What follows belongs to an exercise in optimizing a design on an open flow for small area, a short achievable clock period and few clock cycles per item; a production flow would make more cautious choices.
Where RTL was checked, it was by simulation tests only, not by an equivalence proof against the original.
No activity file was given, so power comes from the tool's default toggle rates.

==> inputs of job 6601 <==
==> flow/design.v (excerpt) <==
module conv3x3_stream
#(
  parameter int DATA_W     = 8,
  parameter int COEF_W     = 8,
  parameter int NORM_SHIFT = 4
) (
  input  logic                  i_clk,
  input  logic                  i_rst,
  input  logic [9*DATA_W-1:0]   i_pixel_data,
  input  logic                  i_pixel_data_valid,
  input  logic                  i_pixel_data_last,
  output logic                  o_pixel_data_ready,
  output logic [DATA_W-1:0]     o_convolved_data,
  output logic                  o_convolved_data_valid,
  output logic                  o_convolved_data_last,
  output logic                  o_convolved_sat,
  input  logic                  i_out_ready,
  input  logic                  i_coef_we,
  input  logic [3:0]            i_coef_addr,
  input  logic [COEF_W-1:0]     i_coef_data,
  input  logic                  i_coef_commit,
  output logic                  o_cfg_pending
);
  localparam int CAP = 7;    
  localparam int NQ  = 6;    
  localparam int CW  = $clog2(CAP + 1);
  localparam int PW  = (NQ > 1) ? $clog2(NQ) : 1;
  logic        acc;
  logic [71:0] px_q;
  logic [71:0] kq;
  logic [4:0] vq;    
  logic [4:0] lq;    
  logic [175:0] st1_q;
  logic [49:0] st2_q;
  logic [31:0] st3_q;
  logic [12:0] st4_q;
  logic pp1;
  logic pp2;
  logic pp3;
  logic pp4;
  logic pp5;
  logic pp6;
  logic pp7;
  logic pp8;
  logic pp9;
  logic pp10;
  logic pp11;
  logic pp12;
  logic pp13;
  logic pp14;
  logic pp15;
  logic pp16;
  logic pp17;
  logic pp18;
  logic pp19;
  logic pp20;
  logic pp21;
  logic pp22;
  logic pp23;
  ...
==> flow/config.mk <==
export PLATFORM = sky130hd
export DESIGN_NAME = conv3x3_stream
export DESIGN_NICKNAME = conv3x3_stream
export VERILOG_FILES = /design/flow/design.v
export SDC_FILE = /design/flow/constraint.sdc
export NUM_CORES = 4
export LEC_CHECK = 0
export CAP_MARGIN = 20
export CORE_MARGIN = 2
export CORE_UTILIZATION = 40
export SETUP_SLACK_MARGIN = 2.6
export SLEW_MARGIN = 20
export SYNTH_HIERARCHICAL = 1
==> flow/constraint.sdc <==
create_clock -name core_clock -period 5.0 [get_ports {i_clk}]
set_input_delay 1.0000 -clock core_clock [delete_from_list [all_inputs] [get_ports {i_clk}]]
set_output_delay 1.0000 -clock core_clock [all_outputs]
set_load 0.01 [all_outputs]
run.sh (not shown) runs the stock make flow with config.mk's settings and CLKGATE_MAP_FILE= SYNTH_SCRIPT=/design/flow/synth_recipe.tcl, a recipe that flattens the netlist after the stock synthesis.
==> inputs of job 4470, as changes to job 6601 <==
--- a/flow/design.v
+++ b/flow/design.v
@@ -68,14 +68,14 @@
   input  logic [COEF_W-1:0]     i_coef_data,
   input  logic                  i_coef_commit,
   output logic                  o_cfg_pending
 );
   localparam int CAP = 7;    
   localparam int NQ  = 6;    
-  localparam int CW  = $clog2(CAP + 1);
-  localparam int PW  = (NQ > 1) ? $clog2(NQ) : 1;
+  localparam int CW  = 3;    
+  localparam int PW  = 3;    
   logic        acc;
   logic [71:0] px_q;
   logic [71:0] kq;
   logic [4:0] vq;    
   logic [4:0] lq;    
   logic [175:0] st1_q;
@@ -2410,45 +2410,56 @@
   assign res_big  = cs_c ? cs_big1 : cs_big0;
   assign res_sat  = res_neg | res_big;
   assign res_data = (cs_lo | {8{res_big}}) & ~{8{res_neg}};
   assign res_v    = vq[4];
   assign res_d    = {res_data, lq[4], res_sat};
   logic [NQ-1:0][9:0] mem_q;
-  logic [PW-1:0]      wp_q, rp_q;
+  logic [NQ-1:0]      wp_q, rp_q;
+  logic               fne_q;       
   logic [PW:0]        fcnt_q;
   logic [CW-1:0]      cnt_q, cnt_d;
   logic               rdy_q;
   logic               out_v_q;
   logic [9:0]         out_d_q;
-  logic               take, out_free, f_empty, push, pop;
+  logic [9:0]         head;
+  logic               take, out_free, push, pop;
+  logic [PW:0]        fcnt_d;
   assign acc      = i_pixel_data_valid & rdy_q;
   assign take     = out_v_q & i_out_ready;
   assign out_free = ~out_v_q | i_out_ready;
-  assign f_empty  = (fcnt_q == '0);
-  assign pop      = out_free & ~f_empty;
-  assign push     = res_v & ~(out_free & f_empty);
+  assign pop      = out_free & fne_q;
+  assign push     = res_v & ~(out_free & ~fne_q);
   assign cnt_d    = cnt_q + {{(CW-1){1'b0}}, acc} - {{(CW-1){1'b0}}, take};
+  assign fcnt_d   = fcnt_q + {{PW{1'b0}}, push} - {{PW{1'b0}}, pop};
+  always_comb begin
+    head = '0;
+    for (int i = 0; i < NQ; i++) head = head | (mem_q[i] & {10{rp_q[i]}});
+  end
   always_ff @(posedge i_clk) begin
     if (i_rst) begin
       cnt_q   <= '0;
       rdy_q   <= 1'b1;
       out_v_q <= 1'b0;
-      wp_q    <= '0;
-      rp_q    <= '0;
+      wp_q    <= NQ'(1);
+      rp_q    <= NQ'(1);
       fcnt_q  <= '0;
+      fne_q   <= 1'b0;
     end else begin
       cnt_q  <= cnt_d;
       rdy_q  <= (cnt_d < CW'(CAP));
-      fcnt_q <= fcnt_q + {{PW{1'b0}}, push} - {{PW{1'b0}}, pop};
-      if (push) wp_q <= (wp_q == PW'(NQ - 1)) ? '0 : wp_q + 1'b1;
-      if (pop)  rp_q <= (rp_q == PW'(NQ - 1)) ? '0 : rp_q + 1'b1;
-      if (out_free) out_v_q <= res_v | ~f_empty;
+      fcnt_q <= fcnt_d;
+      fne_q  <= (fcnt_d != '0);
+      if (push) wp_q <= {wp_q[NQ-2:0], wp_q[NQ-1]};
+      if (pop)  rp_q <= {rp_q[NQ-2:0], rp_q[NQ-1]};
+      if (out_free) out_v_q <= res_v | fne_q;
     end
   end
   always_ff @(posedge i_clk) begin
-    if (push) mem_q[wp_q] <= res_d;
-    if (out_free) out_d_q <= f_empty ? res_d : mem_q[rp_q];
+    for (int i = 0; i < NQ; i++) begin
+      if (push && wp_q[i]) mem_q[i] <= res_d;
+    end
+    if (out_free) out_d_q <= fne_q ? head : res_d;
   end
   assign o_pixel_data_ready = rdy_q;
   assign o_convolved_data_valid = out_v_q;
   assign {o_convolved_data, o_convolved_data_last, o_convolved_sat} = out_d_q;
 endmodule
SETUP_SLACK_MARGIN = 2.4   (was 2.6)
==> notes.md <==
Against job 6601, the routed wire length of job 4470 is smaller by about 17%. Hold slack is about the same in job 6601 and job 4470. Between job 6601 and job 4470, the lower synthesized area is in job 4470 (gap about 8%, measured against job 4470). In job 4470 the clock power is lower than in job 6601, by about 5%. Between job 4470 and job 6601, the lower first-iteration DRC count is in job 4470 (gap 28%, measured against job 6601).
Testbench counts of job 4470, summed over its fixed seeds: cycles 4,144, items 4,096.
For job 6601, only the layout was checked, not whether the RTL still works.

========
==> trial 74: inputs <==
Another version of the RTL of conv3x3_stream (not shown whole).
==> flow/config.mk <==
export PLATFORM = sky130hd
export DESIGN_NAME = conv3x3_stream
export DESIGN_NICKNAME = conv3x3_stream
export VERILOG_FILES = /design/flow/design.v
export SDC_FILE = /design/flow/constraint.sdc
export NUM_CORES = 4
export LEC_CHECK = 0
export CAP_MARGIN = 20
export CORE_MARGIN = 2
export CORE_UTILIZATION = 55
export CTS_CLUSTER_DIAMETER = 80
export CTS_CLUSTER_SIZE = 22
export SETUP_SLACK_MARGIN = 2.0
export SLEW_MARGIN = 20
export SYNTH_HIERARCHICAL = 1
==> flow/constraint.sdc <==
create_clock -name core_clock -period 5.0 [get_ports {i_clk}]
set_input_delay 1.0000 -clock core_clock [delete_from_list [all_inputs] [get_ports {i_clk}]]
set_output_delay 1.0000 -clock core_clock [all_outputs]
set_load 0.01 [all_outputs]
==> build 92 (differences from trial 74) <==
--- a/flow/design.v
+++ b/flow/design.v
@@ -1235,25 +1235,27 @@
   always_comb begin
     shadow_d = shadow_q;
     for (int k = 0; k < 9; k++) begin
       if (i_coef_we && i_coef_addr == 4'(k)) shadow_d[k] = i_coef_data;
     end
   end
   assign pend_req = pending_q | i_coef_commit;
   assign apply    = pend_req & ((acc & i_pixel_data_last) | (~in_frame_q & ~acc));
+  logic [8:0][7:0] bank_d;
+  assign bank_d = i_rst ? DEF_KERNEL : shadow_d;
+  always_ff @(posedge i_clk) begin
+    shadow_q <= bank_d;
+    if (apply | i_rst) coef_q <= bank_d;
+  end
   always_ff @(posedge i_clk) begin
     if (i_rst) begin
-      shadow_q   <= DEF_KERNEL;
-      coef_q     <= DEF_KERNEL;
       in_frame_q <= 1'b0;
       pending_q  <= 1'b0;
     end else begin
-      shadow_q <= shadow_d;
-      if (apply) coef_q <= shadow_d;
       if (acc) in_frame_q <= ~i_pixel_data_last;
       pending_q <= pend_req & ~apply;
     end
   end
   assign kq            = coef_q;
   assign o_cfg_pending = pending_q;
   always_ff @(posedge i_clk) begin
     st1_q <= {c1216, c1382, s1215, s1381, c1380, c1378, s1213, s1211, s1379, s1377, c1376, c1374, c1372, c1370, s1375, s1373, s1371, s1369, c1368, c1366, c1364, c1362, c1360, s1197, s1367, s1365, s1363, s1361, s1359, c1358, c1356, c1354, c1352, c1350, c1348, c1346, s1357, s1355, s1353, s1351, s1349, s1347, s1345, c1344, c1342, c1340, c1338, c1336, c1334, c1332, c1330, s1343, s1341, s1339, s1337, s1335, s1333, s1331, s1329, c1328, c1326, c1324, c1322, c1320, c1318, c1316, c1314, c1312, s1143, s1327, s1325, s1323, s1321, s1319, s1317, s1315, s1313, s1311, c1310, c1308, c1306, c1304, c1302, c1300, c1298, c1296, c1294, c1292, s1309, s1307, s1305, s1303, s1301, s1299, s1297, s1295, s1293, s1291, c1290, c1288, c1286, c1284, c1282, c1280, c1278, c1276, c1274, s1087, s1289, s1287, s1285, s1283, s1281, s1279, s1277, s1275, s1273, c1272, c1270, c1268, c1266, c1264, c1262, c1260, c1258, s1271, s1269, s1267, s1265, s1263, s1261, s1259, s1257, c1256, c1254, c1252, c1250, c1248, c1246, c1244, s1255, s1253, s1251, s1249, s1247, s1245, s1243, c1242, c1240, c1238, c1236, c1234, s1009, s1241, s1239, s1237, s1235, s1233, c1232, c1230, c1228, c1226, s1231, s1229, s1227, s1225, c1224, c1222, c1220, s1223, s1221, s1219, c1218, s967, s1217, s961};
@@ -2442,36 +2444,48 @@
   logic [9:0]         head;
   logic               take, out_free, push, pop;
   logic [PW:0]        fcnt_d;
   assign acc      = i_pixel_data_valid & rdy_q;
   assign take     = out_v_q & i_out_ready;
   assign out_free = ~out_v_q | i_out_ready;
   assign pop      = out_free & fne_q;
   assign push     = res_v & ~(out_free & ~fne_q);
-  assign cnt_d    = cnt_q + {{(CW-1){1'b0}}, acc} - {{(CW-1){1'b0}}, take};
-  assign fcnt_d   = fcnt_q + {{PW{1'b0}}, push} - {{PW{1'b0}}, pop};
+  logic [CW-1:0] cnt_inc, cnt_dec;
+  logic          rdy_inc, rdy_dec, rdy_same;
+  logic [PW:0]   fcnt_inc, fcnt_dec;
+  logic          fne_dec;
+  assign cnt_inc  = cnt_q + 1'b1;
+  assign cnt_dec  = cnt_q - 1'b1;
+  assign rdy_inc  = (cnt_q < CW'(CAP - 1));
+  assign rdy_dec  = (cnt_q <= CW'(CAP));
+  assign rdy_same = (cnt_q < CW'(CAP));
+  assign cnt_d    = (acc == take) ? cnt_q : (acc ? cnt_inc : cnt_dec);
+  assign fcnt_inc = fcnt_q + 1'b1;
+  assign fcnt_dec = fcnt_q - 1'b1;
+  assign fne_dec  = (fcnt_q > 1);
+  assign fcnt_d   = (push == pop) ? fcnt_q : (push ? fcnt_inc : fcnt_dec);
   always_comb begin
     head = '0;
     for (int i = 0; i < NQ; i++) head = head | (mem_q[i] & {10{rp_q[i]}});
   end
   always_ff @(posedge i_clk) begin
     if (i_rst) begin
       cnt_q   <= '0;
       rdy_q   <= 1'b1;
       out_v_q <= 1'b0;
       wp_q    <= NQ'(1);
       rp_q    <= NQ'(1);
       fcnt_q  <= '0;
       fne_q   <= 1'b0;
     end else begin
       cnt_q  <= cnt_d;
-      rdy_q  <= (cnt_d < CW'(CAP));
+      rdy_q  <= (acc == take) ? rdy_same : (acc ? rdy_inc : rdy_dec);
       fcnt_q <= fcnt_d;
-      fne_q  <= (fcnt_d != '0);
+      fne_q  <= (push == pop) ? fne_q : (push | fne_dec);
       if (push) wp_q <= {wp_q[NQ-2:0], wp_q[NQ-1]};
       if (pop)  rp_q <= {rp_q[NQ-2:0], rp_q[NQ-1]};
       if (out_free) out_v_q <= res_v | fne_q;
     end
   end
   always_ff @(posedge i_clk) begin
     for (int i = 0; i < NQ; i++) begin
       if (push && wp_q[i]) mem_q[i] <= res_d;
- CAP_MARGIN: 20 -> 10
- CORE_UTILIZATION: 55 -> 65
- CTS_CLUSTER_DIAMETER: 80 -> 90
- CTS_CLUSTER_SIZE: 22 -> 26
- SETUP_SLACK_MARGIN: 2.0 -> 2.5
- SLEW_MARGIN: 20 -> 10
==> impl_results.md <==
* Cell internal power dissipation at 10,200 µW
* Run status: timing/DRC/antenna clean
* Combinational cell power at 8160 µW
* Total number of H-tree levels at 1
* Switching fraction of total power at 38.7%
* Core Box Area at 0.0421 mm²
* Instance count of the mapped netlist at 2,201
(the above is from build 92)
==> impl_results.md <==
* Synth Area in Simple Gates at 11.8%
* Cell depth of the worst setup path at 11
* Core Box Area at 0.0503 mm²
* Most used routing layer: met2
* Total number of H-tree levels at 2
* Instance count of the mapped netlist at 2,366
* Termination of the worst setup path: fne_q
* Cell internal power dissipation at 11,100 µW
* Combinational cell power at 9220 µW
* Run status: timing/DRC/antenna clean
* Switching fraction of total power at 40.8%
(the above is from trial 74)
Testbench counts of trial 74, summed over its fixed seeds: cycles 4,136, items 4,096.
Testbench counts of build 92, summed over its fixed seeds: cycles 4,136, items 4,096.

## re-timing with driven ports
The flow's constraints put no driver on any port. The routed layouts listed below were extracted and timed again, unchanged, in two steps.
Step 1, drivers: a clkbuf_16 drives i_clk and a buf_2 each remaining input, both assumed.
Step 2 also shifts input and output timing later by t, the mid clock arrival at the registers, as if the neighbouring blocks saw the same clock.
Slacks: ideal / step 1 / step 2; pairs: ideal / step 1.
run | shift t [ns] | setup slack, ns | worst setup path at the end
job 6601 | 0.663 | 2.223 / 2.223 / 2.102 | input to register
job 4470 | 0.708 | 2.403 / 2.403 / 1.786 | input to register
trial 74 | 0.621 | 2.018 / 2.043 / 1.423 | input to register
build 92 | 0.639 | 2.471 / 2.471 / 1.868 | input to register
After both steps setup and hold are still met in every run listed. The setup slack of job 4470, which loses most, moves by 0.000 ns with the drivers and by -0.617 ns with both steps.
